This is an optimization exercise on Yosys and OpenROAD, whose aim is small area, a short achievable clock period and few clock cycles per item, not a production implementation.
Function was checked by simulation only, so behaviour that the tests miss may differ from the original.

--- flow/design.v ---
package alu_pkg;
    localparam logic [1:0] ALUOP_ADD   = 2'b00;
    localparam logic [1:0] ALUOP_SUB   = 2'b01;
    localparam logic [1:0] ALUOP_RTYPE = 2'b10;
    localparam logic [1:0] ALUOP_ITYPE = 2'b11;
    localparam logic [6:0] F7_BASE   = 7'b0000000;
    localparam logic [6:0] F7_ALT    = 7'b0100000;
    localparam logic [6:0] F7_MULDIV = 7'b0000001;
    localparam int P_IDLE = 0;   
    localparam int P_MUL  = 1;   
    localparam int P_D1   = 2;   
    localparam int P_D2   = 3;   
    localparam int P_DIV  = 4;   
    localparam int P_FIN  = 5;   
endpackage
module alu_iter #(
    parameter int XLEN = 32
) (
    input  logic            clk,
    input  logic            rst,
    input  logic            in_valid,
    output logic            in_ready,
    input  logic [XLEN-1:0] read_data1,
    input  logic [XLEN-1:0] read_data2,
    input  logic [XLEN-1:0] imm,
    input  logic            ALUSrc,
    input  logic [1:0]      ALUOp,
    input  logic [2:0]      funct3,
    input  logic [6:0]      funct7,
    output logic            out_valid,
    input  logic            out_ready,
    output logic [XLEN-1:0] ALU_result,
    output logic            zero,
    output logic            illegal
);
    logic        v1_q;           
    logic [5:0]  ph_q;           
    logic [31:0] a_q, b_q;       
    logic        out_valid_q;
    logic        illegal_q;
    logic [31:0] lo_q;           
    logic [31:0] hi_q;           
    logic [4:0]  cnt_q;          
    logic k_sum, k_slt, k_xor, k_or, k_and, k_sh, k_mul, k_div, k_ill;
    logic k_inv, k_sext, k_sll, k_sra;
    logic k_as, k_hi, k_more;              
    logic k_dz;                            
    logic xinv_q, yinv_q;                  
    logic k_rem, k_aneg, k_bneg;           
    logic [31:0] op_a, op_b;
    assign op_a = read_data1;
    assign op_b = ALUSrc ? imm : read_data2;
    logic is_r, is_i, base_tab, alt, md;
    assign is_r     = (ALUOp == alu_pkg::ALUOP_RTYPE);
    assign is_i     = (ALUOp == alu_pkg::ALUOP_ITYPE);
    assign base_tab = is_i || (is_r && funct7 == alu_pkg::F7_BASE);
    assign alt      = is_r && (funct7 == alu_pkg::F7_ALT);
    assign md       = is_r && (funct7 == alu_pkg::F7_MULDIV);
    logic d_sum, d_sub, d_slt, d_xor, d_or, d_and, d_sh, d_mul, d_div, d_ill;
    assign d_sum = !ALUOp[1] || ((base_tab || alt) && funct3 == 3'd0);    
    assign d_sub = (ALUOp == alu_pkg::ALUOP_SUB) || (alt && funct3 == 3'd0);
    assign d_slt = base_tab && funct3[2:1] == 2'b01;                      
    assign d_xor = base_tab && funct3 == 3'd4;
    assign d_or  = base_tab && funct3 == 3'd6;
    assign d_and = base_tab && funct3 == 3'd7;
    assign d_sh  = (base_tab && funct3[1:0] == 2'b01) || (alt && funct3 == 3'd5);
    assign d_mul = md && !funct3[2];
    assign d_div = md && funct3[2];
    assign d_ill = is_r && !(funct7 == alu_pkg::F7_BASE || funct7 == alu_pkg::F7_MULDIV ||
                             (funct7 == alu_pkg::F7_ALT && (funct3 == 3'd0 || funct3 == 3'd5)));
    logic in_idle, in_mul, in_d1, in_d2, in_div, in_fin;
    assign in_idle = ph_q[alu_pkg::P_IDLE];
    assign in_mul  = ph_q[alu_pkg::P_MUL];
    assign in_d1   = ph_q[alu_pkg::P_D1];
    assign in_d2   = ph_q[alu_pkg::P_D2];
    assign in_div  = ph_q[alu_pkg::P_DIV];
    assign in_fin  = ph_q[alu_pkg::P_FIN];
    logic [6:0] i0_d;
    logic div_go, div_fix, div_z;
    assign div_z   = k_div && !k_dz && i0_d[6];    
    assign div_go  = k_div && !k_dz && !i0_d[6];
    assign div_fix = k_rem ? k_aneg : (k_aneg ^ k_bneg);
    logic cnt7, cnt8, cnt0, mul_top;
    assign cnt7    = (cnt_q == 5'd7);
    assign cnt8    = (cnt_q == 5'd8);
    assign cnt0    = (cnt_q == 5'd0);
    assign mul_top = cnt7 && k_hi && !k_more;       
    logic free, done, step, fin, capture;
    assign free    = !out_valid_q || out_ready;
    assign done    = (in_idle && !k_mul && !div_go) ||
                     (in_mul && ((cnt7 && !k_more) || cnt8)) ||
                     ((in_d2 || in_div) && cnt0 && !div_fix) || in_fin;
    assign step    = v1_q && free;
    assign fin     = step && done;
    assign in_ready = !v1_q || (done && free);
    assign capture = in_valid && in_ready;
    logic        a_neg_in, b_neg_in, bz_in;
    logic [5:0]  lz_b, lz_a, lz_b_q, lz_a_q;
    logic [4:0]  i0;
    assign a_neg_in = !funct3[0] && op_a[31];
    assign b_neg_in = !funct3[0] && op_b[31];
    assign bz_in    = (op_b == 32'd0);
    alu_lzc32 u_lz_b (.x((b_neg_in ? ~op_b : op_b) | 32'd1), .lz(lz_b));
    alu_lzc32 u_lz_a (.x(a_neg_in ? ~op_a : op_a), .lz(lz_a));
    assign i0_d = {1'b0, lz_b_q} - {1'b0, lz_a_q} + {6'd0, k_aneg};
    assign i0   = i0_d[4:0];      
    function automatic logic [5:0] booth2(input logic [3:0] b, input logic bm);
        booth2 = {b[3] && !(b[2] && b[1]), b[2] ^ b[1],
                  (b[3] && !b[2] && !b[1]) || (!b[3] && b[2] && b[1]),
                  b[1] && !(b[0] && bm), b[0] ^ bm,
                  (b[1] && !b[0] && !bm) || (!b[1] && b[0] && bm)};
    endfunction
    logic [5:0] bd_q;
    logic       n0, o0, w0, n1, o1, w1;
    assign {n1, o1, w1, n0, o0, w0} = bd_q;
    logic [36:0] xv, yv, xo, yo, t;
    logic        xinv, yinv;           
    logic [36:0] a_ext, pp0, pp1, mx, my, mz;
    assign a_ext = {{5{k_as && a_q[31]}}, a_q};
    assign pp0   = w0 ? {a_ext[35:0], 1'b0} : (o0 ? a_ext : '0);
    assign pp1   = w1 ? {a_ext[33:0], 3'b0} : (o1 ? {a_ext[34:0], 2'b0} : '0);
    assign mx    = in_mul ? {{5{hi_q[31]}}, hi_q} : '0;       
    assign my    = pp0 ^ {37{n0}};
    assign mz    = n1 ? {~pp1[36:2], 2'b11} : pp1;
    always_comb begin
        xv = '0; yv = '0;
        if (in_d2 || in_div) begin
            xv   = in_d2 ? {5'd0, hi_q} : {4'd0, hi_q, a_q[31]};
            yv   = {{5{k_bneg}}, b_q};
        end else if (in_fin) begin
            xv   = {5'd0, k_rem ? hi_q : a_q};
        end else begin
            xv   = {{5{k_sext && a_q[31]}}, a_q};
            yv   = k_aneg ? '0 : {{5{k_sext && b_q[31]}}, b_q};
        end
    end
    assign xinv = xinv_q;
    assign yinv = yinv_q;
    assign xo  = xv ^ {37{xinv}};
    assign yo  = yv ^ {37{yinv}};
    logic [36:0] cs_s, cs_c, ua, va, ap, ag;
    logic        cin;
    assign cs_s = mx ^ my ^ mz;
    assign cs_c = (mx & my) | (mx & mz) | (my & mz);
    assign ua   = k_mul ? cs_s : xo;
    assign va   = k_mul ? {cs_c[35:0], n0} : yo;
    assign cin  = k_mul ? n1 : (xinv | yinv);
    logic [37:0] pg_g [0:6];
    logic [37:0] pg_p [0:6];
    assign ap = ua ^ va;
    assign ag = ua & va;
    assign pg_g[0] = {ag, cin};
    assign pg_p[0] = {ap, 1'b0};
    for (genvar l = 0; l < 6; l++) begin : g_lvl
        for (genvar i = 0; i < 38; i++) begin : g_bit
            if (((i >> l) & 1) != 0) begin : g_op
                localparam int J = ((i >> l) << l) - 1;
                assign pg_g[l+1][i] = pg_g[l][i] | (pg_p[l][i] & pg_g[l][J]);
                assign pg_p[l+1][i] = pg_p[l][i] & pg_p[l][J];
            end else begin : g_pass
                assign pg_g[l+1][i] = pg_g[l][i];
                assign pg_p[l+1][i] = pg_p[l][i];
            end
        end
    end
    assign t = ap ^ pg_g[6][36:0];
    logic [31:0] sh_l, sh_out;
    logic [30:0] sh_h;
    logic [4:0]  sh_s;
    logic        sh_dv;
    assign sh_dv = !in_idle || k_div;       
    always_comb begin
        if (in_d2) begin
            sh_h = a_q[30:0];                      
            sh_l = '0;
        end else if (k_sll && !sh_dv) begin
            sh_h = a_q[31:1];                      
            sh_l = {a_q[0], 31'd0};
        end else begin
            sh_h = {31{k_sra && !sh_dv && a_q[31]}};
            sh_l = a_q;                            
        end
        if (sh_dv)        sh_s = i0;
        else if (k_sll)   sh_s = ~b_q[4:0];
        else              sh_s = b_q[4:0];
    end
    logic [62:0] fs0;
    logic [46:0] fs1;
    logic [38:0] fs2;
    logic [34:0] fs3;
    logic [32:0] fs4;
    assign fs0    = {sh_h, sh_l};
    assign fs1    = sh_s[4] ? fs0[62:16] : fs0[46:0];
    assign fs2    = sh_s[3] ? fs1[46:8]  : fs1[38:0];
    assign fs3    = sh_s[2] ? fs2[38:4]  : fs2[34:0];
    assign fs4    = sh_s[1] ? fs3[34:2]  : fs3[32:0];
    assign sh_out = sh_s[0] ? fs4[32:1]  : fs4[31:0];
    logic        q_bit;
    logic [31:0] r_nx, q_nx;
    assign q_bit = !t[36];
    assign r_nx  = q_bit ? t[31:0] : xv[31:0];
    assign q_nx  = in_d2 ? {sh_out[31:1], q_bit} : {a_q[30:0], q_bit};
    logic [31:0] mlo_nx;                    
    assign mlo_nx = {t[3:0], b_q[31:4]};
    logic s_t, s_lt, s_xor, s_or, s_and, s_sh, s_ones, s_mlo, s_mtop, s_q, s_r, s_a;
    always_comb begin
        s_t = 1'b0; s_lt = 1'b0; s_xor = 1'b0; s_or = 1'b0; s_and = 1'b0; s_sh = 1'b0;
        s_ones = 1'b0; s_mlo = 1'b0; s_mtop = 1'b0; s_q = 1'b0; s_r = 1'b0; s_a = 1'b0;
        if (in_idle) begin
            s_t    = k_sum || (k_dz && k_rem);
            s_lt   = k_slt;
            s_xor  = k_xor;
            s_or   = k_or;
            s_and  = k_and;
            s_sh   = k_sh;
            s_ones = k_dz && !k_rem;
            s_a    = div_z && k_rem;
        end else if (in_mul) begin
            s_t    = cnt8;
            s_mtop = mul_top;
            s_mlo  = !cnt8 && !mul_top;
        end else if (in_d2 || in_div) begin
            s_r    = k_rem;
            s_q    = !k_rem;
        end else begin
            s_t    = 1'b1;
        end
    end
    logic [31:0] lo_d;
    assign lo_d = ({32{s_t}}    & t[31:0])
                | ({32{s_lt}}   & {31'd0, t[36]})
                | ({32{s_xor}}  & ap[31:0])
                | ({32{s_or}}   & (ap[31:0] | ag[31:0]))
                | ({32{s_and}}  & ag[31:0])
                | ({32{s_sh}}   & sh_out)
                | ({32{s_ones}})
                | ({32{s_a}}    & a_q)
                | ({32{s_mlo}}  & mlo_nx)
                | ({32{s_mtop}} & t[35:4])
                | ({32{s_q}}    & q_nx)
                | ({32{s_r}}    & r_nx);
    always_ff @(posedge clk or posedge rst) begin
        if (rst) begin
            v1_q        <= 1'b0;
            ph_q        <= 6'd1 << alu_pkg::P_IDLE;
            out_valid_q <= 1'b0;
        end else begin
            out_valid_q <= fin || (out_valid_q && !out_ready);
            if (capture) begin
                v1_q <= 1'b1;
                ph_q <= 6'd1 << alu_pkg::P_IDLE;
            end else if (fin) begin
                v1_q <= 1'b0;
                ph_q <= 6'd1 << alu_pkg::P_IDLE;
            end else if (step) begin
                ph_q[alu_pkg::P_IDLE] <= 1'b0;
                ph_q[alu_pkg::P_MUL]  <= in_mul || (in_idle && k_mul);
                ph_q[alu_pkg::P_D1]   <= in_idle && !k_mul && k_aneg;       
                ph_q[alu_pkg::P_D2]   <= in_d1 || (in_idle && !k_mul && !k_aneg);
                ph_q[alu_pkg::P_DIV]  <= (in_d2 || in_div) && !cnt0;
                ph_q[alu_pkg::P_FIN]  <= in_fin || ((in_d2 || in_div) && cnt0);
            end
        end
    end
    always_ff @(posedge clk) begin
        if (fin) begin
            lo_q      <= lo_d;
            illegal_q <= in_idle && k_ill;
        end
        if (capture) begin
            a_q    <= op_a;
            b_q    <= op_b;
            k_sum  <= d_sum;
            k_slt  <= d_slt;
            k_xor  <= d_xor;
            k_or   <= d_or;
            k_and  <= d_and;
            k_sh   <= d_sh;
            k_mul  <= d_mul;
            k_div  <= d_div;
            k_ill  <= d_ill;
            k_inv  <= d_sub || d_slt;
            k_sext <= d_slt && !funct3[0];
            k_sll  <= !funct3[2];
            k_sra  <= is_i ? imm[10] : alt;
            k_as   <= funct3[1] ^ funct3[0];               
            k_hi   <= funct3[1] | funct3[0];               
            k_more <= funct3[1] && op_b[31];               
            k_rem  <= funct3[1];
            k_dz   <= d_div && bz_in;
            lz_a_q <= lz_a;
            lz_b_q <= lz_b;
            k_aneg <= d_div && a_neg_in && !bz_in;
            k_bneg <= d_div && b_neg_in;
        end else if (step) begin
            if (in_idle && k_aneg)
                a_q <= t[31:0];                             
            else if (in_d2 || in_div)
                a_q <= q_nx;
            if (k_mul)
                b_q <= mlo_nx;
        end
        if (step) begin
            if (in_idle)              cnt_q <= k_mul ? 5'd1 : i0;
            else if (k_mul)           cnt_q <= cnt_q + 5'd1;
            else if (in_d2 || in_div) cnt_q <= cnt_q - 5'd1;
        end
        if (step)
            hi_q <= (in_d1 || (in_idle && k_div)) ? sh_out : ((in_d2 || in_div) ? r_nx : t[35:4]);
        if (capture)
            {xinv_q, yinv_q} <= {d_div && a_neg_in && !bz_in, d_sub || d_slt};
        else if (step)
            {xinv_q, yinv_q} <= (in_fin || ((in_d2 || in_div) && cnt0)) ? 2'b10 : {1'b0, !k_bneg};
        if (capture)
            bd_q <= booth2(op_b[3:0], 1'b0);
        else if (step)
            bd_q <= booth2((in_mul && cnt7) ? 4'd0 : b_q[7:4], b_q[3]);
    end
    assign out_valid  = out_valid_q;
    assign ALU_result = lo_q;
    assign zero       = (lo_q == 32'd0);
    assign illegal    = illegal_q;
endmodule
module alu_lzc32 (
    input  logic [31:0] x,
    output logic [5:0]  lz
);
    logic [15:0] v1;  logic [15:0] c1;         
    logic [7:0]  v2;  logic [15:0] c2;         
    logic [3:0]  v3;  logic [11:0] c3;         
    logic [1:0]  v4;  logic [7:0]  c4;         
    for (genvar i = 0; i < 16; i++) begin : g_l1
        assign v1[i] = x[2*i+1] | x[2*i];
        assign c1[i] = !x[2*i+1];
    end
    for (genvar i = 0; i < 8; i++) begin : g_l2
        assign v2[i]       = v1[2*i+1] | v1[2*i];
        assign c2[2*i+:2]  = v1[2*i+1] ? {1'b0, c1[2*i+1]} : {1'b1, c1[2*i]};
    end
    for (genvar i = 0; i < 4; i++) begin : g_l3
        assign v3[i]       = v2[2*i+1] | v2[2*i];
        assign c3[3*i+:3]  = v2[2*i+1] ? {1'b0, c2[4*i+2+:2]} : {1'b1, c2[4*i+:2]};
    end
    for (genvar i = 0; i < 2; i++) begin : g_l4
        assign v4[i]       = v3[2*i+1] | v3[2*i];
        assign c4[4*i+:4]  = v3[2*i+1] ? {1'b0, c3[6*i+3+:3]} : {1'b1, c3[6*i+:3]};
    end
    assign lz = !(v4[1] | v4[0]) ? 6'd32 : (v4[1] ? {2'b00, c4[7:4]} : {2'b01, c4[3:0]});
endmodule
--- flow/run.sh ---
#!/bin/bash
# synth_recipe.tcl (not shown) runs the flow's synth.tcl, then flattens the netlist and writes it again
# the make line also repeats each setting of config.mk as NAME=value (left out here)
make -C /OpenROAD-flow-scripts/flow DESIGN_CONFIG=/design/flow/config.mk WORK_HOME=/design/flow/orfs CLKGATE_MAP_FILE= SYNTH_SCRIPT=/design/flow/synth_recipe.tcl finish
--- flow/config.mk ---
export PLATFORM = sky130hd
export DESIGN_NAME = alu_iter
export DESIGN_NICKNAME = alu_iter
export VERILOG_FILES = /design/flow/design.v
export SDC_FILE = /design/flow/constraint.sdc
export NUM_CORES = 4
export LEC_CHECK = 0
export CAP_MARGIN = 20
export CORE_MARGIN = 2
export CORE_UTILIZATION = 40
export SETUP_SLACK_MARGIN = 3.0
export SLEW_MARGIN = 20
export TNS_END_PERCENT = 5
--- flow/constraint.sdc ---
create_clock -name core_clock -period 8.0 [get_ports {clk}]
set_input_delay 1.6000 -clock core_clock [delete_from_list [all_inputs] [get_ports {clk}]]
set_output_delay 1.6000 -clock core_clock [all_outputs]
set_load 0.01 [all_outputs]
==> results of run 1 <==
timing repair:
action / CTS / global route
gates cloned: 2 / 7
setup endpoints to repair: 137 / 115
pin swaps: 17 / 26
buffers inserted: 58 / 63
hold endpoints to repair: 0 / 0
gates resized for setup: 70 / 124
synthesized netlist by cell type, types with 18 or more instances:
cell type | instances | area share [%]
a211oi_1 | 27 | 0.87
a21o_1 | 20 | 0.64
a21oi_1 | 194 | 4.2
a221o_1 | 48 | 2.1
a221oi_1 | 58 | 2.2
a22oi_1 | 96 | 3.1
a31oi_1 | 22 | 0.59
and2_1 | 18 | 0.48
and3_1 | 31 | 0.83
buf_1 | 30 | 0.48
clkbuf_1 | 213 | 3.4
edfxtp_1 | 172 | 22
fa_1 | 44 | 3.8
ha_1 | 89 | 4.8
inv_1 | 109 | 1.8
mux2_2 | 26 | 1.3
mux2i_1 | 132 | 5.7
nand2_1 | 450 | 7.2
nand2b_1 | 25 | 0.67
nand3_1 | 40 | 0.86
nor2_1 | 235 | 3.8
nor2b_1 | 34 | 0.91
nor3_1 | 66 | 1.4
nor4_1 | 18 | 0.48
o2111ai_1 | 31 | 1.2
o211ai_1 | 44 | 1.4
o21ai_0 | 241 | 5.2
o221ai_1 | 27 | 1.0
o22ai_1 | 39 | 1.0
or3_1 | 36 | 0.96
xnor2_1 | 120 | 4.5
xor2_1 | 55 | 2.1
sequential cells by signal, indices dropped and copies added (netlist names), 5 cells and up:
signal	flops
b_q	32
lz_b_q	5
hi_q	32
lz_a_q	6
a_q	32
cnt_q	5
bd_q	6
ph_q	6
lo_q	32
worst max path at each step:
| stage | end | depth (start not counted) | slack (ns) |
|---|---|---|---|
| floorplan | lo_q[11]$_DFFE_PP_ | 22 | 3.00 |
| global placement | lo_q[16]$_DFFE_PP_ | 18 | 1.51 |
| detailed placement | lo_q[16]$_DFFE_PP_ | 18 | 1.53 |
| CTS | in_ready | 9 | 2.83 |
| global route | a_q[28]$_DFFE_PP_ | 16 | 2.83 |
| finish | lo_q[4]$_DFFE_PP_ | 15 | 2.83 |
cell families after synthesis:
family / share of synthesized area (%)
AO/OA/AOI/OAI: 29.2
AND/OR/NAND/NOR: 19.3
buffers and inverters: 6.32
flip-flops: 23.0
XOR/XNOR: 6.56
multiplexers: 7.10
adder cells (fa/ha/maj): 8.53
area by class of cell:
cell class | count | area share (%)
inverter | 111 | 1.49
multi-input combinational | 2481 | 61.5
clock inverter | 15 | 0.834
sequential | 180 | 19.2
tap | 765 | 3.41
antenna | 3 | 0.0268
timing repair buffer | 357 | 12.1
clock buffer | 17 | 1.52
per-stage QoR:
step	setup WS, ns
after floorplan	3.00
after global routing	2.83
after CTS	2.83
final	2.83
after detailed placement	1.53
after global placement	1.51
worst max-delay path: cells and delay by family, from the launching register on:
kind | cells | cell delay, ns
adder cells (fa/ha/maj) | 3 | 0.66
buffers and inverters | 3 | 0.31
flip-flops | 1 | 0.38
AND/OR/NAND/NOR | 3 | 1.06
multiplexers | 2 | 0.87
AO/OA/AOI/OAI | 4 | 1.60
layer usage:
layer | routed length, um | global-route usage, %
met1 | 50100 | 52.5
met2 | 52700 | 59.5
met3 | 13900 | 9.23
met4 | 9360 | 25.9
met5 | 142 | 0
==> flow_metrics.tcl, run 1 <==
set metrics [dict create \
    fmax_mhz 194 \
    drive_above_1_share_pct 13.4 \
    fin_crit_sh_pct 64.6 \
    path_cells "inv_1, ha_1, inv_1, ha_1, fa_2, nand3_4, buf_4, and4_4, nor3_2, a22oi_1, mux2_2, a22o_1, a21oi_1, mux2i_1, o221ai_2" \
    final_cell_mix "nand2_1 (444), nor2_1 (232), o21ai_0 (198), buf_4 (176), edfxtp_1 (172)" \
    cts_tree "built" \
    synth_cell_types 95 \
    grt_pass1_vias 24700 \
    final_common_cell "nand2_1" \
    synth_edf_count 172 \
    dp.cells 3764 \
    rr_startpoint "lz_b_q[0]$_DFFE_PP_" \
    grt_max_degree 113 \
    critPathMaxFanout 10 \
    first_pass_iters 6 \
    max_cap_viol_count 0 \
    yosysSeqAreaShare_pct 23.0 \
    core_area_sq_um 57700 \
    layout.cells.non_filler 3929 \
    synth_ff_type "edfxtp_1" \
    tightest_slew_ns 1.24 \
    die_area_sq_um 60400 \
    finalInstanceArea_sq_um 28000 \
    finalHoldViolCount 0 \
    cp_slowest_cell "nor3_2" \
    area_growth_syn_to_layout_pct 20.0 \
    die-width_um 246 \
    worstSetupEndpointType "flip-flop" \
    setup_viol_count_final 0 \
    grt_overflow 0 \
    required_ns 8.27 \
    grt_pass1_wl_um 176000 \
    layout.area.seq_sq_um 5370 \
    synthCells 3037 \
    syn_nets 3283 \
    startpoint_type "flip-flop" \
    fin_skew_ns 0.0261 \
    cts_made_buffers 17 \
    worstHoldPathType "flip-flop to flip-flop" \
    vias 26800 \
    netlist_area_sq_um 23400 \
    rows 88 \
    clockBufferDepth 2 \
    worstReg2RegEnd "lo_q[4]$_DFFE_PP_" \
    place_area_sq_um 25600 \
    cts_num_sinks 180 \
    hpwlAfterDp_um 89600 \
    drc 0 \
    wirelength_um 126000 \
    fin_nets 3394 \
    ant_nets 0 \
    fp.dieH_um 246 \
    holdPathStages 1 \
    cts_root_buf "clkbuf_16" \
    path_class "flip-flop to flip-flop" \
    cts-htree-levels 4 \
    clk_pin_slew_ns 0.10 \
    max_slew_margin_pct 16.9 \
    outcome "finished clean" \
    hold_path_end "illegal_q$_DFFE_PP_" \
    ys_ff_latch 180 \
    post_drt_wl_per_cell_um 32.1 \
    critical_path.startpoint "lz_b_q[0]$_DFFE_PP_" \
    final_max_slew_viol_count 0 \
    rsz0062_at_grt "yes" \
    r2r_cells 15 \
    async_flop_share_pct 4.44 \
    whs_ns 0.546 \
    routabilityCongestion 1.03 \
    n_fill_cell 5735 \
    grtUsageTotal_pct 40.2 \
    postCtsHoldBufs 0 \
    grt_antenna_before_repair 5 \
    initial_core_util_pct 40.5 \
    r2r_setup_slack_ns 2.83 \
    finalCoreUtilization_pct 48.6 \
    crit_path_max_incr_delay_ns 0.72 \
    first_iter_violations 3904 \
    period_needed_ns 5.17 \
    worstSkewPairLatency_ns 0.53 \
    fin_tns_setup_ns 0 \
    avgSynthCellArea_sq_um 7.70 \
    yosysWarnings 3 \
    io_pins 149 \
    avgViaCountPerCell 6.82 \
    multi_input_area_sq_um 17300 \
    worstHoldStart "k_ill$_DFFE_PP_" \
    arrival_ns 5.43 \
    port_buffers 148 \
]
Testbench counts, summed over its fixed seeds: cycles 54,217, items 16,000.
==> run 2: changes to the inputs <==
--- a/flow/config.mk
+++ b/flow/config.mk
@@ -8,6 +8,6 @@
 export CAP_MARGIN = 20
 export CORE_MARGIN = 2
-export CORE_UTILIZATION = 40
+export CORE_UTILIZATION = 55
+export PLACE_DENSITY = 0.7
 export SETUP_SLACK_MARGIN = 3.0
 export SLEW_MARGIN = 20
-export TNS_END_PERCENT = 5
==> run 2 against run 1 <==
  * Still clean on timing, DRC and antenna
  * Final cell count shrank 5.1%
  * Sequential share of layout area shrank 0.30 points
  * Global-route usage grew 14 points
  * Fmax shrank 0.86%
  * Critical endpoint is now lo_q[9]$_DFFE_PP_
  * Largest cell class unchanged
==> flow_metrics.tcl, run 2 <==
set metrics [dict create \
    synth_most_common_cell "nand2_1" \
    final_cell_mix "nand2_1 (442), nor2_1 (230), buf_4 (188), o21ai_0 (173), edfxtp_1 (172)" \
    grt_max_degree 142 \
    drive_above_1_share_pct 15.9 \
    startpoint_type "flip-flop" \
    routabilityCongestion 1.05 \
    grt_pass1_wl_um 176000 \
    area_growth_syn_to_layout_pct 22.0 \
    n_fill_cell 3322 \
    clockBufferDepth 2 \
    async_flop_share_pct 4.44 \
    grt_pass1_vias 26500 \
    fp.dieH_um 210 \
    critical_path.startpoint "ph_q[3]$_DFFE_PP0P_" \
    synth_common_cells "nand2_1 (450), o21ai_0 (241), nor2_1 (235), clkbuf_1 (213), a21oi_1 (194)" \
    final_max_slew_viol_count 0 \
    hpwlAfterDp_um 83600 \
    clk_pin_slew_ns 0.08 \
    layout.cells.non_filler 3730 \
    max_cap_viol_count 0 \
    setup_ws_ns 2.79 \
    rows 75 \
    synth_area_leader_cell "edfxtp_1" \
    worstReg2RegEnd "lo_q[9]$_DFFE_PP_" \
    layout.area.seq_sq_um 5380 \
    yosysSeqAreaShare_pct 23.0 \
    die_area_sq_um 44200 \
    first_iter_violations 5116 \
    fin_crit_sh_pct 65.1 \
    ant_nets 0 \
    initial_core_util_pct 55.7 \
    multi_input_area_sq_um 17700 \
    dp_slack_ns 1.47 \
    worstHoldPathType "flip-flop to flip-flop" \
    yosysWarnings 3 \
    cts_root_buf "clkbuf_16" \
    synth_top_area_share_pct 22.1 \
    worstSetupEndpointType "flip-flop" \
    period_needed_ns 5.21 \
    rr_startpoint "ph_q[3]$_DFFE_PP0P_" \
    synthTopCellsByArea "edfxtp_1 (22%), nand2_1 (7.2%), mux2i_1 (5.7%)" \
    io_pins 149 \
    avgViaCountPerCell 7.76 \
    fin_tns_setup_ns 0 \
    required_ns 8.11 \
    die-width_um 210 \
    tightest_slew_ns 1.28 \
    rsz0062_at_grt "yes" \
    port_buffers 148 \
    netlist_area_sq_um 23400 \
    grt_antenna_before_repair 4 \
    final_common_cell "nand2_1" \
    fmax_mhz 192 \
    syn_nets 3283 \
    fin_skew_ns 0.0187 \
    post_drt_wl_per_cell_um 33.6 \
    cts_tree "built" \
    outcome "finished clean" \
    path_class "flip-flop to flip-flop" \
    setup_viol_count_final 0 \
    synth_edf_count 172 \
    synth_ff_type "edfxtp_1" \
    cts_num_sinks 180 \
    r2r_cells 16 \
    fin_nets 3422 \
    avgSynthCellArea_sq_um 7.70 \
    synthCells 3037 \
    grt_overflow 0 \
    wirelength_um 125000 \
    arrival_ns 5.32 \
    vias 29000 \
    cts_made_buffers 17 \
    grtUsageTotal_pct 54.4 \
    core_area_sq_um 41900 \
    r2r_setup_slack_ns 2.79 \
    drc 0 \
    worstSkewPairLatency_ns 0.50 \
    critPathMaxFanout 14 \
    first_pass_iters 9 \
    cts-htree-levels 4 \
    ys_ff_latch 180 \
    finalHoldViolCount 0 \
    synth_cell_types 95 \
    max_slew_margin_pct 13.6 \
    crit_end "lo_q[9]$_DFFE_PP_" \
    dp.cells 3523 \
]
==> run 2: how the worst min path moves through the flow <==
| stage | start | to | cells after the start |
|---|---|---|---|
| after floorplan | k_ill$_DFFE_PP_ | illegal_q$_DFFE_PP_ | 1 |
| after global placement | k_ill$_DFFE_PP_ | illegal_q$_DFFE_PP_ | 1 |
| after detailed placement | k_ill$_DFFE_PP_ | illegal_q$_DFFE_PP_ | 1 |
| after CTS | k_ill$_DFFE_PP_ | illegal_q$_DFFE_PP_ | 1 |
| after global routing | k_ill$_DFFE_PP_ | illegal_q$_DFFE_PP_ | 1 |
| final | k_ill$_DFFE_PP_ | illegal_q$_DFFE_PP_ | 1 |
==> run 2: worst max-delay path, cell delays in order (launching register included) <==
cell and delay (ns):
dfrtp_4 0.59, nor2b_4 0.34, buf_6 0.29, a22oi_1 0.11, o21ai_1 0.20, xnor2_1 0.21, o21ai_2 0.12, fa_2 0.41
a211oi_4 0.29, o211ai_1 0.13, buf_4 0.20, a41o_1 0.32, a221o_1 0.37, a21oi_1 0.24, xnor2_1 0.35, a21oi_1 0.33
o221ai_1 0.33
==> run 2: cell type report <==
class                           count  share of cell area (%)
Multi-Input combinational cell   2481                    62.2
Clock buffer                       18                    1.51
Antenna cell                        2                  0.0176
Sequential cell                   180                    18.9
Timing Repair Buffer              385                    13.1
Inverter                          111                    1.46
Clock inverter                     14                   0.487
Tap cell                          539                    2.37
==> run 2: layer usage <==
metal | wire length (um) | global-route usage, % | up-vias
met5 | 70 | 0 | -
met4 | 13500 | 43.4 | 8
met3 | 22300 | 24.4 | 986
met2 | 48800 | 76.9 | 3051
met1 | 40600 | 63.6 | 13400
li1 | - | - | 11500
==> run 2: cell families (layout without fill, tap and decap cells) <==
kind of cell | Yosys count | count (layout) | synth area share (%)
other | 0 | 2 | 0
xor gates and xnor gates | 175 | 175 | 6.56
muxes | 161 | 161 | 7.10
adders and majority gates | 133 | 133 | 8.53
buffers and inverters | 378 | 528 | 6.32
and+or+nand+nor | 1004 | 1004 | 19.3
DFF | 180 | 180 | 23.0
AOI/OAI and AO/OA | 1006 | 1008 | 29.2
==> run 2: per-stage QoR <==
| step | hold slack, ns | instance area (sq um) | util, % |
|---|---|---|---|
| floorplan | 0.503 | 23400 | - |
| global placement | 0.509 | 25100 | 59.9 |
| detailed placement | 0.525 | 25100 | 59.9 |
| CTS | 0.553 | 27200 | 64.8 |
| global route | 0.574 | 28500 | 68.0 |
| finish | 0.558 | 28500 | 68.0 |
==> run 2: timing repair <==
item | in CTS | in global routing
setup buffers | 102 | 61
setup endpoints to repair | 94 | 86
cloned | 4 | 6
resized for setup | 139 | 181
hold buffers | 0 | 0
pin swaps | 40 | 82
==> run 3: changes to the inputs <==
--- a/flow/design.v
+++ b/flow/design.v
@@ -96,5 +96,6 @@
     assign capture = in_valid && in_ready;
     logic        a_neg_in, b_neg_in, bz_in;
-    logic [5:0]  lz_b, lz_a, lz_b_q, lz_a_q;
+    logic [5:0]  lz_b, lz_a;
+    logic [6:0]  i0_in, i0_q;
     logic [4:0]  i0;
     assign a_neg_in = !funct3[0] && op_a[31];
@@ -103,5 +104,6 @@
     alu_lzc32 u_lz_b (.x((b_neg_in ? ~op_b : op_b) | 32'd1), .lz(lz_b));
     alu_lzc32 u_lz_a (.x(a_neg_in ? ~op_a : op_a), .lz(lz_a));
-    assign i0_d = {1'b0, lz_b_q} - {1'b0, lz_a_q} + {6'd0, k_aneg};
+    assign i0_in = {1'b0, lz_b} - {1'b0, lz_a} + {6'd0, a_neg_in};
+    assign i0_d  = i0_q;
     assign i0   = i0_d[4:0];      
     function automatic logic [5:0] booth2(input logic [3:0] b, input logic bm);
@@ -289,6 +291,5 @@
             k_rem  <= funct3[1];
             k_dz   <= d_div && bz_in;
-            lz_a_q <= lz_a;
-            lz_b_q <= lz_b;
+            i0_q   <= i0_in;
             k_aneg <= d_div && a_neg_in && !bz_in;
             k_bneg <= d_div && b_neg_in;
--- a/flow/config.mk
+++ b/flow/config.mk
@@ -8,6 +8,5 @@
 export CAP_MARGIN = 20
 export CORE_MARGIN = 2
-export CORE_UTILIZATION = 55
-export PLACE_DENSITY = 0.7
+export CORE_UTILIZATION = 40
 export SETUP_SLACK_MARGIN = 3.0
 export SLEW_MARGIN = 20
==> run 3 against run 2 <==
  * Critical path depth increased by 4
  * Non-clock buffer count increased by 3
==> flow_metrics.tcl, run 3 <==
set metrics [dict create \
    hpwlAfterDp_um 82700 \
    synth_top_family_by_area "compound AO/OA/AOI/OAI gates" \
    routabilityCongestion 1.08 \
    period_needed_ns 5.01 \
    finalHoldViolCount 0 \
    r2r_setup_slack_ns 2.99 \
    synth_simple_gate_area_share_pct 19.5 \
    fin_tns_setup_ns 0 \
    grt_antenna_before_repair 2 \
    cts_tree "built" \
    first_iter_violations 3993 \
    drive_above_1_share_pct 15.9 \
    worstReg2RegEnd "lo_q[28]$_DFFE_PP_" \
    cp_slowest_cell "dfrtp_2" \
    first_pass_iters 6 \
    synth_compound_gate_area_share_pct 28.2 \
    worstSetupEndpointType "flip-flop" \
    yosysWarnings 3 \
    synth_ff_type "edfxtp_1" \
    synthXorXnorAreaFrac_pct 6.84 \
    cp_num_buf_inv 4 \
    initial_core_util_pct 40.3 \
    max_cap_viol_count 0 \
    crit_path_max_incr_delay_ns 0.49 \
    yosysSeqAreaShare_pct 23.0 \
    syn_nets 3198 \
    tightest_slew_ns 1.25 \
    cts_num_sinks 175 \
    yosys.area_share.adder_pct 8.80 \
    final_cell_mix "nand2_1 (456), o21ai_0 (202), nor2_1 (199), a21oi_1 (192), buf_4 (184)" \
    required_ns 8.20 \
    fp.dieH_um 242 \
    fmax_mhz 200 \
    post_drt_wl_per_cell_um 30.8 \
    grtUsageMet1_pct 49.5 \
    holdPathStages 1 \
    synth_common_cells "nand2_1 (460), o21ai_0 (259), a21oi_1 (218), nor2_1 (210), clkbuf_1 (188)" \
    rr_startpoint "ph_q[4]$_DFFE_PP0P_" \
    grt_max_degree 71 \
    grt_use_met2_pct 55.8 \
    wirelength_um 120000 \
    async_flop_share_pct 4.57 \
    postCtsHoldBufs 0 \
    cts_root_buf "clkbuf_16" \
    max_slew_margin_pct 16.3 \
    path_cells "buf_4, o21ai_4, buf_12, buf_12, buf_4, nand2_1, o21ai_1, xor2_1, nor2_1, a21oi_1, ha_4, nand4_1, nor2_4, nand2_1, o311a_4, fa_2, xor2_2, o21ai_0, a221oi_1, o211ai_1" \
    port_buffers 148 \
    setup_ws_ns 2.99 \
    dp_slack_ns 1.69 \
    busiest_layer "met2" \
    rows 87 \
    synthCells 2952 \
    io_pins 149 \
    ant_nets 0 \
    startpoint_type "flip-flop" \
    worstHoldPathType "flip-flop to flip-flop" \
    drc 0 \
    r2r_cells 20 \
    crit_family "compound AO/OA/AOI/OAI gates" \
    die_area_sq_um 58600 \
    clockBufferDepth 2 \
    grt_pass1_wl_um 164000 \
    worstHoldStart "k_ill$_DFFE_PP_" \
    path_class "flip-flop to flip-flop" \
    ys_ff_latch 175 \
    synth_top_area_share_pct 22.1 \
    avgSynthCellArea_sq_um 7.67 \
    cts-htree-levels 4 \
    grtUsageTotal_pct 38.1 \
    synth_cell_types 92 \
    fin_nets 3357 \
    vias 26200 \
    die-width_um 242 \
    worstSkewPairLatency_ns 0.53 \
    grt_overflow 0 \
    synth_edf_count 167 \
    core_area_sq_um 56200 \
    hold_path_end "illegal_q$_DFFE_PP_" \
    area_growth_syn_to_layout_pct 24.0 \
    grt_pass1_vias 23500 \
    setup_viol_count_final 0 \
    final_max_slew_viol_count 0 \
    cts_made_buffers 17 \
    synthTopCellsByArea "edfxtp_1 (22%), nand2_1 (7.6%), o21ai_0 (5.7%)" \
    rsz0062_at_grt "yes" \
    critPathMaxFanout 11 \
    netlist_area_sq_um 22700 \
    synth_most_common_cell "nand2_1" \
    fin_crit_sh_pct 62.7 \
    final_common_cell "nand2_1" \
    arrival_ns 5.21 \
    synth_area_leader_cell "edfxtp_1" \
    avgViaCountPerCell 6.75 \
    synthMuxAreaShare_pct 7.14 \
    use_met3_pct 10.9 \
    clk_pin_slew_ns 0.10 \
    fin_skew_ns 0.0300 \
    whs_ns 0.535 \
    outcome "finished clean" \
]
==> run 3: cell count changes in the layout (fill, tap and decap cells not counted), moves of 12 or more <==
cell,before,now
a21oi_1,151,192
a221oi_1,47,30
a22oi_1,96,35
buf_12,20,32
mux2i_1,126,105
nand2_1,442,456
nand3_1,36,51
nor2_1,230,199
nor3b_1,2,28
o211ai_1,44,21
o21ai_0,173,202
or3_1,35,13
==> run 3: area by class of cell <==
| class | instances | area (sq um) |
|---|---|---|
| antenna | 1 | 2.50 |
| clock buffer | 17 | 425 |
| clock inverter | 15 | 213 |
| fill | 5551 | 28100 |
| inverter | 116 | 435 |
| multi-input combinational | 2413 | 16900 |
| sequential | 175 | 5230 |
| tap | 756 | 946 |
| timing repair buffer | 388 | 3920 |
==> run 3: worst max-delay path by stage <==
| stage | start | end | slack, ns | depth (start not counted) |
|---|---|---|---|---|
| after floorplan | ALUSrc | i0_q[6]$_DFFE_PP_ | 2.98 | 21 |
| after global placement | ALUSrc | i0_q[6]$_DFFE_PP_ | 1.74 | 22 |
| after detailed placement | funct3[0] | i0_q[6]$_DFFE_PP_ | 1.69 | 19 |
| after CTS | bd_q[0]$_DFFE_PP_ | lo_q[26]$_DFFE_PP_ | 2.97 | 18 |
| after global routing | ph_q[4]$_DFFE_PP0P_ | lo_q[27]$_DFFE_PP_ | 2.87 | 19 |
| final | ph_q[4]$_DFFE_PP0P_ | lo_q[28]$_DFFE_PP_ | 2.99 | 20 |
==> run 3: repair_timing <==
action                     4_1_cts  5_1_grt
setup buffers                   73       92
gates cloned                     6       10
resized for setup              100      174
pin swaps                       19       57
setup endpoints to repair       88       77
==> run 3: kinds of logic after synthesis <==
logic type               count (synthesis)
AO/OA/AOI/OAI                          961
XOR/XNOR                               177
adder cells (fa/ha/maj)                133
buffers and inverters                  372
flip-flops                             175
multiplexers                           154
AND/OR/NAND/NOR                        980
==> run 3: per-layer routing <==
layer	share of wire, %	routed length [um]	up-vias
li1	-	-	11100
met1	37	44800	12500
met2	41	49300	2163
met3	14	16200	452
met4	7.8	9330	0
met5	0	0	-
==> run 3: through the flow <==
step / utilization [%] / instances / area (sq um)
floorplan: - / 2952 / 22700
global placement: 43.9 / 3665 / 24600
detailed placement: 43.9 / 3666 / 24700
CTS: 47.2 / 3777 / 26500
global route: 50.0 / 3881 / 28100
finish: 50.0 / 3881 / 28100
==> run 3: worst reg2reg max path, stage by stage (launching register included) <==
cell and delay [ns]:
dfrtp_2 0.49, buf_4 0.22, o21ai_4 0.16, buf_12 0.16, buf_12 0.13, buf_4 0.17, nand2_1 0.06, o21ai_1 0.16
xor2_1 0.18, nor2_1 0.06, a21oi_1 0.30, ha_4 0.23, nand4_1 0.25, nor2_4 0.23, nand2_1 0.14, o311a_4 0.43
fa_2 0.37, xor2_2 0.27, o21ai_0 0.15, a221oi_1 0.27, o211ai_1 0.25
Testbench counts of run 3, summed over its fixed seeds: cycles 54,217, items 16,000.
==> run 4: changes to the inputs <==
--- a/flow/design.v
+++ b/flow/design.v
@@ -40,4 +40,5 @@
     logic        illegal_q;
     logic [31:0] lo_q;           
+    logic        out_hi_q;       
     logic [31:0] hi_q;           
     logic [4:0]  cnt_q;          
@@ -81,9 +82,8 @@
     assign div_go  = k_div && !k_dz && !i0_d[6];
     assign div_fix = k_rem ? k_aneg : (k_aneg ^ k_bneg);
-    logic cnt7, cnt8, cnt0, mul_top;
+    logic cnt7, cnt8, cnt0;
     assign cnt7    = (cnt_q == 5'd7);
     assign cnt8    = (cnt_q == 5'd8);
     assign cnt0    = (cnt_q == 5'd0);
-    assign mul_top = cnt7 && k_hi && !k_more;       
     logic free, done, step, fin, capture;
     assign free    = !out_valid_q || out_ready;
@@ -205,8 +205,8 @@
     logic [31:0] mlo_nx;                    
     assign mlo_nx = {t[3:0], b_q[31:4]};
-    logic s_t, s_lt, s_xor, s_or, s_and, s_sh, s_ones, s_mlo, s_mtop, s_q, s_r, s_a;
+    logic s_t, s_lt, s_xor, s_or, s_and, s_sh, s_ones, s_q, s_a;
     always_comb begin
         s_t = 1'b0; s_lt = 1'b0; s_xor = 1'b0; s_or = 1'b0; s_and = 1'b0; s_sh = 1'b0;
-        s_ones = 1'b0; s_mlo = 1'b0; s_mtop = 1'b0; s_q = 1'b0; s_r = 1'b0; s_a = 1'b0;
+        s_ones = 1'b0; s_q = 1'b0; s_a = 1'b0;
         if (in_idle) begin
             s_t    = k_sum || (k_dz && k_rem);
@@ -218,12 +218,7 @@
             s_ones = k_dz && !k_rem;
             s_a    = div_z && k_rem;
-        end else if (in_mul) begin
-            s_t    = cnt8;
-            s_mtop = mul_top;
-            s_mlo  = !cnt8 && !mul_top;
         end else if (in_d2 || in_div) begin
-            s_r    = k_rem;
             s_q    = !k_rem;
-        end else begin
+        end else if (in_fin) begin
             s_t    = 1'b1;
         end
@@ -238,8 +233,5 @@
                 | ({32{s_ones}})
                 | ({32{s_a}}    & a_q)
-                | ({32{s_mlo}}  & mlo_nx)
-                | ({32{s_mtop}} & t[35:4])
-                | ({32{s_q}}    & q_nx)
-                | ({32{s_r}}    & r_nx);
+                | ({32{s_q}}    & q_nx);
     always_ff @(posedge clk or posedge rst) begin
         if (rst) begin
@@ -268,4 +260,5 @@
         if (fin) begin
             lo_q      <= lo_d;
+            out_hi_q  <= k_mul || ((in_d2 || in_div) && k_rem);
             illegal_q <= in_idle && k_ill;
         end
@@ -308,5 +301,8 @@
         end
         if (step)
-            hi_q <= (in_d1 || (in_idle && k_div)) ? sh_out : ((in_d2 || in_div) ? r_nx : t[35:4]);
+            hi_q <= (in_d1 || (in_idle && k_div)) ? sh_out :
+                    (in_d2 || in_div) ? r_nx :
+                    (in_mul && cnt8)  ? t[31:0] :
+                    (in_mul && cnt7 && !k_hi && !k_more) ? mlo_nx : t[35:4];
         if (capture)
             {xinv_q, yinv_q} <= {d_div && a_neg_in && !bz_in, d_sub || d_slt};
@@ -319,6 +315,6 @@
     end
     assign out_valid  = out_valid_q;
-    assign ALU_result = lo_q;
-    assign zero       = (lo_q == 32'd0);
+    assign ALU_result = out_hi_q ? hi_q : lo_q;
+    assign zero       = (ALU_result == 32'd0);
     assign illegal    = illegal_q;
 endmodule
==> run 4 against run 3 <==
  * Still clean
  * Worst hold slack improved by 0.032 ns
  * First-iteration DRC count fell by 4.6%
  * Sequential share of layout area rose by 0.23 points
  * Fmax rose by 0.50%
  * Clock skew fell by 0.015 ns
  * Die area rose by 2.2%
  * Non-clock buffer count fell by 33
  * Critical path type unchanged
  * Critical endpoint is now a_q[29]$_DFFE_PP_
==> flow_metrics.tcl, run 4 <==
set metrics [dict create \
    outcome "finished clean" \
    final_cell_mix "nand2_1 (449), o21ai_0 (233), a21oi_1 (180), nor2_1 (178), buf_4 (169)" \
    async_flop_share_pct 4.55 \
    finalHoldViolCount 0 \
    crit_cells 19 \
    cp_slowest_cell "a311oi_2" \
    fmax_mhz 201 \
    setup_viol_count_final 0 \
    cts_root_buf "clkbuf_16" \
    fin_tns_setup_ns 0 \
    avgSynthCellArea_sq_um 7.74 \
    hpwlAfterDp_um 83200 \
    drive_above_1_share_pct 15.5 \
    synth_area_leader_cell "edfxtp_1" \
    initial_core_util_pct 40.3 \
    synth_cell_types 90 \
    fp.dieH_um 245 \
    grtUsageTotal_pct 38.4 \
    path_cells "buf_12, nor2_2, buf_6, buf_4, a221oi_2, xnor2_1, nor2_1, a21oi_1, ha_1, a21oi_1, nand2_1, a221o_2, a21o_4, or2_4, buf_4, a311oi_2, a211oi_1, a21oi_1, a21oi_1" \
    wirelength_um 119000 \
    yosysWarnings 3 \
    netlist_area_sq_um 23200 \
    synthTopCellsByArea "edfxtp_1 (22%), nand2_1 (7.3%), o21ai_0 (5.6%)" \
    ys_ff_latch 176 \
    die-width_um 245 \
    worstHoldPathType "flip-flop to flip-flop" \
    die_area_sq_um 59800 \
    rsz0062_at_grt "yes" \
    drc 0 \
    r2r_cells 19 \
    cts_tree "built" \
    post_drt_wl_per_cell_um 30.8 \
    finalCoreUtilization_pct 48.5 \
    fin_crit_sh_pct 62.3 \
    grt_antenna_before_repair 1 \
    synth_edf_count 168 \
    tightest_slew_ns 1.28 \
    vias 26200 \
    final_common_cell "nand2_1" \
    crit_family "compound AO/OA/AOI/OAI gates" \
    clk_pin_slew_ns 0.08 \
    dp_slack_ns 1.38 \
    grt_max_degree 80 \
    fin_nets 3341 \
    ant_nets 0 \
    holdPathStages 2 \
    required_ns 8.24 \
    grt_pass1_vias 23900 \
    clockBufferDepth 2 \
    synth_common_cells "nand2_1 (452), o21ai_0 (261), a21oi_1 (202), clkbuf_1 (200), nor2_1 (185)" \
    multi_input_area_sq_um 17200 \
    critPathMaxFanout 18 \
    first_iter_violations 3810 \
    antenna_cells 0 \
    syn_nets 3236 \
    layout.area.seq_sq_um 5260 \
    grt_overflow 0 \
    max_slew_margin_pct 14.3 \
    first_pass_iters 8 \
    critPathMostFrequentCell "a21oi_1" \
    synth_ff_type "edfxtp_1" \
    cts_num_sinks 176 \
    io_pins 149 \
    startpoint_type "flip-flop" \
    path_class "flip-flop to flip-flop" \
    port_buffers 148 \
    worstSkewPairLatency_ns 0.52 \
    synth_top_area_share_pct 21.8 \
    arrival_ns 5.23 \
    cts_made_buffers 17 \
    setup_ws_ns 3.01 \
    grt_pass1_wl_um 168000 \
    cp_num_buf_inv 4 \
    crit_path_max_incr_delay_ns 0.56 \
    synthCells 2990 \
    whs_ns 0.566 \
    avgViaCountPerCell 6.77 \
    synth_most_common_cell "nand2_1" \
    cts-htree-levels 4 \
    rows 88 \
    core_area_sq_um 57500 \
    n_fill_cell 5663 \
    worstSetupEndpointType "flip-flop" \
    period_needed_ns 4.99 \
    max_cap_viol_count 0 \
    final_max_slew_viol_count 0 \
    yosysSeqAreaShare_pct 22.7 \
    fin_skew_ns 0.0155 \
    area_growth_syn_to_layout_pct 20.5 \
    routabilityCongestion 1.02 \
]
## run 4: final timing paths
| kind | slack [ns] | to | from |
|---|---|---|---|
| worst max-delay path | 3.01 | a_q[29]$_DFFE_PP_ | ph_q[3]$_DFFE_PP0P_ |
| worst min-delay path | 0.57 | out_valid_q$_DFF_PP0_ | out_valid_q$_DFF_PP0_ |
| worst max register to register | 3.01 | a_q[29]$_DFFE_PP_ | ph_q[3]$_DFFE_PP0P_ |
| worst min register to register | 0.57 | out_valid_q$_DFF_PP0_ | out_valid_q$_DFF_PP0_ |
| max in group asynchronous | 6.32 | ph_q[3]$_DFFE_PP0P_ | rst |
| min in group asynchronous | 1.36 | ph_q[1]$_DFFE_PP0P_ | rst |
## run 4: timing repair
item / in CTS / in global routing
cloned: 5 / 3
resized for setup: 93 / 138
setup endpoints to repair: 104 / 79
hold buffers: 0 / 0
buffers inserted: 61 / 63
pin swaps: 13 / 48
## run 4: area by class of cell
type | count | share of cell area [%]
inverters | 104 | 1.42
multi-input cells | 2441 | 61.7
flip-flops and latches | 176 | 18.8
repair buffers | 355 | 12.4
clock inverters | 14 | 0.570
clock buffers | 18 | 1.57
well taps | 765 | 3.43
## run 4: per-layer routing
metal	GRT usage [%]	wire, um	share of wire [%]
met5	1.47	132	0.11
met4	26.7	10300	8.6
met3	9.59	14500	12
met2	56.4	49700	42
met1	49.3	44700	37
## run 4: logic make-up after synthesis
| group | share of synthesized area (%) |
|---|---|
| AOI/OAI and AO/OA | 28.8 |
| and+or+nand+nor | 18.7 |
| buffers and inverters | 6.65 |
| DFF | 22.7 |
| xor gates and xnor gates | 6.51 |
| muxes | 8.05 |
| adders and majority gates | 8.61 |
## run 4: stage by stage
stage          instance area (sq um)  instances
2_1_floorplan                  23200       2990
3_3_place_gp                   25200       3709
3_5_place_dp                   25200       3709
4_1_cts                        26800       3807
5_1_grt                        27900       3873
6_report                       27900       3873
## run 4: worst register-to-register path: stages (launching register included)
cell,delay (ns)
dfrtp_4,0.55
buf_12,0.22
nor2_2,0.08
buf_6,0.15
buf_4,0.14
a221oi_2,0.30
xnor2_1,0.18
nor2_1,0.06
a21oi_1,0.19
ha_1,0.36
a21oi_1,0.22
nand2_1,0.10
a221o_2,0.43
a21o_4,0.26
or2_4,0.28
buf_4,0.14
a311oi_2,0.56
a211oi_1,0.26
a21oi_1,0.18
a21oi_1,0.06
Testbench counts of run 4, summed over its fixed seeds: cycles 54,217, items 16,000.
==> run 5: changes to the inputs <==
--- a/flow/config.mk
+++ b/flow/config.mk
@@ -11,2 +11,3 @@
 export SETUP_SLACK_MARGIN = 3.0
 export SLEW_MARGIN = 20
+export TNS_END_PERCENT = 5
==> run 5 against run 4 <==
  * Final cell count down 1.1%
  * Flip-flop and latch count unchanged
  * Critical path depth up 3
  * Highest routed layer unchanged
==> flow_metrics.tcl, run 5 <==
set metrics [dict create \
    outcome "finished clean" \
    final_common_cell "nand2_1" \
    wirelength_um 114000 \
    layout.area.seq_sq_um 5260 \
    tightest_slew_ns 1.14 \
    worstHoldStart "k_ill$_DFFE_PP_" \
    rows 88 \
    worstHoldPathType "flip-flop to flip-flop" \
    synth_area_leader_cell "edfxtp_1" \
    synth_most_common_cell "nand2_1" \
    syn_nets 3236 \
    ant_nets 0 \
    rr_startpoint "ph_q[5]$_DFFE_PP0P_" \
    max_cap_viol_count 0 \
    avgViaCountPerCell 6.73 \
    post_drt_wl_per_cell_um 29.6 \
    required_ns 8.27 \
    cts_made_buffers 17 \
    dp.cells 3698 \
    first_iter_violations 3684 \
    core_area_sq_um 57500 \
    met3_length_um 14400 \
    drc 0 \
    arrival_ns 5.36 \
    multi_input_area_sq_um 16900 \
    place_area_sq_um 25100 \
    hpwlAfterDp_um 79700 \
    grt_max_degree 147 \
    drive_above_1_share_pct 12.7 \
    path_class "input port to flip-flop" \
    avgSynthCellArea_sq_um 7.74 \
    finalInstanceArea_sq_um 27000 \
    worstSetupEndpointType "flip-flop" \
    fin_crit_sh_pct 63.6 \
    rsz0062_at_grt "yes" \
    yosysWarnings 3 \
    final_max_slew_viol_count 0 \
    netlist_area_sq_um 23200 \
    clk_pin_slew_ns 0.08 \
    fp.dieH_um 245 \
    synth_edf_count 168 \
    grt_antenna_before_repair 3 \
    fmax_mhz 197 \
    clockBufferDepth 2 \
    die_area_sq_um 59800 \
    critical_path.startpoint "imm[31]" \
    synth_cell_types 90 \
    final_cell_mix "nand2_1 (449), o21ai_0 (240), a21oi_1 (191), nor2_1 (180), edfxtp_1 (168)" \
    critPathMaxFanout 7 \
    drt-met1-wl_um 42400 \
    area_growth_syn_to_layout_pct 16.8 \
    layout.cells.non_filler 3830 \
    top_layer_used "met5" \
    finalHoldViolCount 0 \
    max_slew_margin_pct 22.3 \
    fin_tns_setup_ns 0 \
    cts_root_buf "clkbuf_16" \
    cts_num_sinks 176 \
    startpoint_type "input port" \
    io_pins 149 \
    grt_pass1_vias 24100 \
    grt_pass1_wl_um 165000 \
    initial_core_util_pct 40.3 \
    yosysSeqAreaShare_pct 22.7 \
    first_pass_iters 7 \
    fin_nets 3296 \
    async_flop_share_pct 4.55 \
    setup_viol_count_final 0 \
    ys_ff_latch 176 \
    grt_overflow 0 \
    wl_met2_um 47500 \
    period_needed_ns 5.09 \
    cts-htree-levels 4 \
    synth_common_cells "nand2_1 (452), o21ai_0 (261), a21oi_1 (202), clkbuf_1 (200), nor2_1 (185)" \
    synth_ff_type "edfxtp_1" \
    n_fill_cell 5704 \
    synth_top_area_share_pct 21.8 \
    dp_slack_ns 1.59 \
    worstSkewPairLatency_ns 0.53 \
    synthCells 2990 \
    die-width_um 245 \
    port_buffers 148 \
    vias 25800 \
    routabilityCongestion 1.04 \
    setup_ws_ns 2.91 \
    cts_tree "built" \
    synthTopCellsByArea "edfxtp_1 (22%), nand2_1 (7.3%), o21ai_0 (5.6%)" \
    fin_skew_ns 0.0240 \
    grtUsageTotal_pct 37.3 \
]
[run 5: worst paths after layout]
kind,end,slack [ns],depth (start not counted)
worst max-delay path,i0_q[6]$_DFFE_PP_,2.91,22
worst min-delay path,illegal_q$_DFFE_PP_,0.55,1
worst max register to register,hi_q[12]$_DFFE_PP_,2.99,19
worst min register to register,illegal_q$_DFFE_PP_,0.55,1
max in group asynchronous,ph_q[0]$_DFFE_PP1P_,6.33,2
min in group asynchronous,v1_q$_DFFE_PP0P_,1.36,2
[run 5: repair_timing]
item	4_1_cts	5_1_grt
endpoints found under the setup margin	93	66
gates resized for setup	70	56
pin swaps	10	17
cloned	5	0
hold buffers	0	0
setup buffers	66	27
hold endpoints to repair	0	0
[run 5: layout make-up]
cell class,count,share of cell area [%]
Multi-Input combinational cell,2443,62.7
Timing Repair inverter,1,0.0278
Clock buffer,17,1.57
Tap cell,765,3.54
Inverter,104,1.47
Antenna cell,2,0.0185
Timing Repair Buffer,307,10.5
Sequential cell,176,19.4
Clock inverter,15,0.745
[run 5: logic make-up after synthesis]
| group | share of synthesized area [%] |
|---|---|
| compound gates | 28.8 |
| xor+xnor | 6.51 |
| fa+ha+maj | 8.61 |
| buf+inv | 6.65 |
| flops | 22.7 |
| mux | 8.05 |
| simple gates | 18.7 |
[run 5: worst max-delay path, cell delays in order]
cell and delay [ns]:
clkdlybuf4s50_1 0.50, mux2i_4 0.10, buf_4 0.17, buf_4 0.16, a2111oi_1 0.28, a31oi_1 0.11
a21oi_1 0.18, o21ai_0 0.15, o211ai_1 0.15, nand2_1 0.08, mux2_4 0.28, o211a_1 0.22
ha_1 0.27, inv_1 0.07, ha_2 0.17, inv_1 0.05, fa_2 0.35, inv_1 0.06
a21o_1 0.12, a21oi_2 0.07, o21bai_1 0.14, a21oi_1 0.08
[run 5: through the flow]
step | hold slack [ns] | utilization (%)
2_1_floorplan | 0.485 | -
3_3_place_gp | 0.525 | 43.7
3_5_place_dp | 0.536 | 43.7
4_1_cts | 0.554 | 46.3
5_1_grt | 0.582 | 47.0
6_report | 0.546 | 47.0
[run 5: per-layer routing]
layer / up-vias / GRT usage (%)
li1: 11200 / -
met1: 12300 / 47.6
met2: 1930 / 54.9
met3: 381 / 10.0
met4: 2 / 25.8
met5: - / 0
==> run 6: changes to the inputs <==
--- a/flow/config.mk
+++ b/flow/config.mk
@@ -9,5 +9,4 @@
 export CORE_MARGIN = 2
 export CORE_UTILIZATION = 40
-export SETUP_SLACK_MARGIN = 3.0
+export SETUP_SLACK_MARGIN = 3.5
 export SLEW_MARGIN = 20
-export TNS_END_PERCENT = 5
==> run 6 against run 5 <==
  * Still clean on timing, DRC and antenna
  * Final area rose by 12%
  * Critical endpoint is now hi_q[26]$_DFFE_PP_
  * Synthesized area unchanged
  * Critical path type is now flip-flop to flip-flop
==> flow_metrics.tcl, run 6 <==
set metrics [dict create \
    outcome "finished clean" \
    routabilityCongestion 1.01 \
    io_pins 149 \
    synth_top_area_share_pct 21.8 \
    cts-htree-levels 4 \
    synth_cell_types 90 \
    die_area_sq_um 59800 \
    postCtsHoldBufs 0 \
    vias 27300 \
    required_ns 8.24 \
    fin_crit_sh_pct 61.1 \
    initial_core_util_pct 40.3 \
    ant_nets 0 \
    max_cap_viol_count 0 \
    synth_most_common_cell "nand2_1" \
    rsz0062_at_grt "yes" \
    final_cell_mix "nand2_1 (441), buf_4 (227), o21ai_0 (181), nor2_1 (176), edfxtp_1 (168)" \
    cts_root_buf "clkbuf_16" \
    avgSynthCellArea_sq_um 7.74 \
    grtUsageTotal_pct 41.0 \
    fin_nets 3457 \
    grt_overflow 0 \
    port_buffers 148 \
    clockBufferDepth 2 \
    worstSkewPairLatency_ns 0.52 \
    tightest_slew_ns 1.13 \
    synth_ff_type "edfxtp_1" \
    period_needed_ns 4.89 \
    async_flop_share_pct 4.55 \
    yosysWarnings 3 \
    synth_common_cells "nand2_1 (452), o21ai_0 (261), a21oi_1 (202), clkbuf_1 (200), nor2_1 (185)" \
    path_class "flip-flop to flip-flop" \
    grt_pass1_vias 25200 \
    critPathMaxFanout 7 \
    max_slew_margin_pct 24.2 \
    wirelength_um 127000 \
    setup_viol_count_final 0 \
    post_drt_wl_per_cell_um 31.9 \
    die-width_um 245 \
    first_pass_iters 9 \
    syn_nets 3236 \
    drc 0 \
    synth_area_leader_cell "edfxtp_1" \
    first_iter_violations 4011 \
    clk_pin_slew_ns 0.08 \
    drive_above_1_share_pct 23.0 \
    ys_ff_latch 176 \
    finalCoreUtilization_pct 52.8 \
    arrival_ns 5.14 \
    yosysSeqAreaShare_pct 22.7 \
    synthCells 2990 \
    area_growth_syn_to_layout_pct 31.2 \
    finalHoldViolCount 0 \
    fin_tns_setup_ns 0 \
    cts_made_buffers 17 \
    startpoint_type "flip-flop" \
    worstHoldPathType "flip-flop to flip-flop" \
    avgViaCountPerCell 6.83 \
    cts_num_sinks 176 \
    cts_tree "built" \
    hpwlAfterDp_um 82200 \
    netlist_area_sq_um 23200 \
    core_area_sq_um 57500 \
    fin_skew_ns 0.0133 \
    synthTopCellsByArea "edfxtp_1 (22%), nand2_1 (7.3%), o21ai_0 (5.6%)" \
    synth_edf_count 168 \
    grt_max_degree 79 \
    grt_pass1_wl_um 178000 \
    rows 88 \
    fp.dieH_um 245 \
    grt_antenna_before_repair 6 \
    fmax_mhz 204 \
    final_max_slew_viol_count 0 \
    final_common_cell "nand2_1" \
    worstSetupEndpointType "flip-flop" \
]
-- run 6: cell count changes in the layout (fill, tap and decap cells not counted), moves of 27 or more --
cell	change
buf_4	+91
o21ai_0	-59
a21oi_1	-44
o21ai_1	+44
a21oi_2	+35
buf_6	+29
clkdlybuf4s50_1	-27
-- run 6: repair_timing --
| action | 4_1_cts | 5_1_grt |
|---|---|---|
| resized for setup | 385 | 165 |
| pin swaps | 116 | 89 |
| setup buffers | 181 | 47 |
| setup endpoints to repair | 176 | 87 |
| cloned | 15 | 4 |
| endpoints found under the hold margin | 0 | 0 |
-- run 6: area by class of cell --
class                   instances  area, sq um
diodes                          3         7.51
clock buffers                  20          437
clock inverters                12          106
fillers                      5460        27100
inverters                     104          400
multi-input cells            2442        18400
flip-flops and latches        176         5260
well taps                     765          957
repair buffers                469         4790
repair inverters                1         7.51
-- run 6: final timing paths --
check	startpoint	end	slack [ns]	cells past startpoint
setup / recovery	ph_q[5]$_DFFE_PP0P_	hi_q[26]$_DFFE_PP_	3.11	21
hold / removal	k_ill$_DFFE_PP_	illegal_q$_DFFE_PP_	0.57	1
setup reg to reg	ph_q[5]$_DFFE_PP0P_	hi_q[26]$_DFFE_PP_	3.11	21
hold reg to reg	k_ill$_DFFE_PP_	illegal_q$_DFFE_PP_	0.57	1
max in group asynchronous	rst	ph_q[0]$_DFFE_PP1P_	6.32	2
min in group asynchronous	rst	ph_q[4]$_DFFE_PP0P_	1.36	2
-- run 6: cell families after synthesis --
logic type / Yosys count / share of synthesized area, %
flip-flops: 176 / 22.7
AND/OR/NAND/NOR: 959 / 18.7
buffers and inverters: 375 / 6.65
multiplexers: 166 / 8.05
XOR/XNOR: 172 / 6.51
adder cells (fa/ha/maj): 133 / 8.61
AO/OA/AOI/OAI: 1009 / 28.8
-- run 6: stage by stage --
stage | std cells | setup slack (ns) | cell area [sq um] | hold slack (ns)
final | 3992 | 3.11 | 30400 | 0.568
after global routing | 3989 | 3.06 | 30400 | 0.586
after CTS | 3935 | 3.35 | 29100 | 0.577
after detailed placement | 3707 | 1.37 | 25200 | 0.555
after global placement | 3707 | 1.45 | 25200 | 0.533
after floorplan | 2990 | 3.04 | 23300 | 0.485
-- run 6: worst max-delay path, cell delays in order, from the launching register on --
cell and delay (ns):
dfrtp_2 0.45, and2_4 0.22, nor2_4 0.24, clkbuf_16 0.21, a22oi_1 0.07, o21ai_0 0.28
xor2_1 0.18, nor2_1 0.07, a21oi_2 0.21, ha_4 0.25, a21oi_4 0.23, o21ai_4 0.10
a211o_4 0.39, o211a_4 0.29, nor3_4 0.29, buf_4 0.17, o21a_4 0.18, nor2_4 0.08
buf_12 0.13, buf_12 0.12, o311ai_2 0.28, o32ai_2 0.14
-- run 6: per-layer routing --
layer	up-vias	wire length [um]	track usage [%]
li1	11500	-	-
met3	562	16300	12.0
met2	2122	52900	60.8
met1	13100	47200	51.6
met4	10	10700	27.3
met5	-	74	0

afterwards: timing with drivers on the ports:
The results above use ideal ports. As a check the final layouts listed here were re-extracted and re-timed, cells and wires unchanged.
Step 1 sets driving cells, clkbuf_16 on the clock port and buf_2 on the other inputs (assumed; they add their load-dependent delay and slew).
Step 2 moves the port delays by t, midway between the first and last clock arrival at a register: inputs arrive t later, outputs are due t later. That takes back most of the time a late clock gives input paths.
Three values: ideal, step 1, step 2; two values: the first two.
run | t, ns | setup slack, ns | worst setup path at the end | worst register clock-pin slew, ns | cell pins on the clock port's net
run 1 | 0.579 | 2.833 / 2.833 / 2.717 | input to register | 0.10 / 0.10 | 1
run 2 | 0.548 | 2.788 / 2.788 / 2.788 | register to register | 0.09 / 0.09 | 1
run 3 | 0.578 | 2.988 / 2.988 / 2.593 | input to register | 0.10 / 0.10 | 1
run 4 | 0.587 | 3.013 / 2.976 / 2.578 | input to register | 0.08 / 0.08 | 1
run 5 | 0.585 | 2.913 / 2.893 / 2.369 | input to register | 0.09 / 0.09 | 1
run 6 | 0.579 | 3.109 / 3.109 / 2.656 | input to register | 0.08 / 0.08 | 1
After both steps setup and hold are still met in every run listed. The setup slack of run 5, which loses most, moves by -0.020 ns with the drivers and by -0.544 ns with both steps.
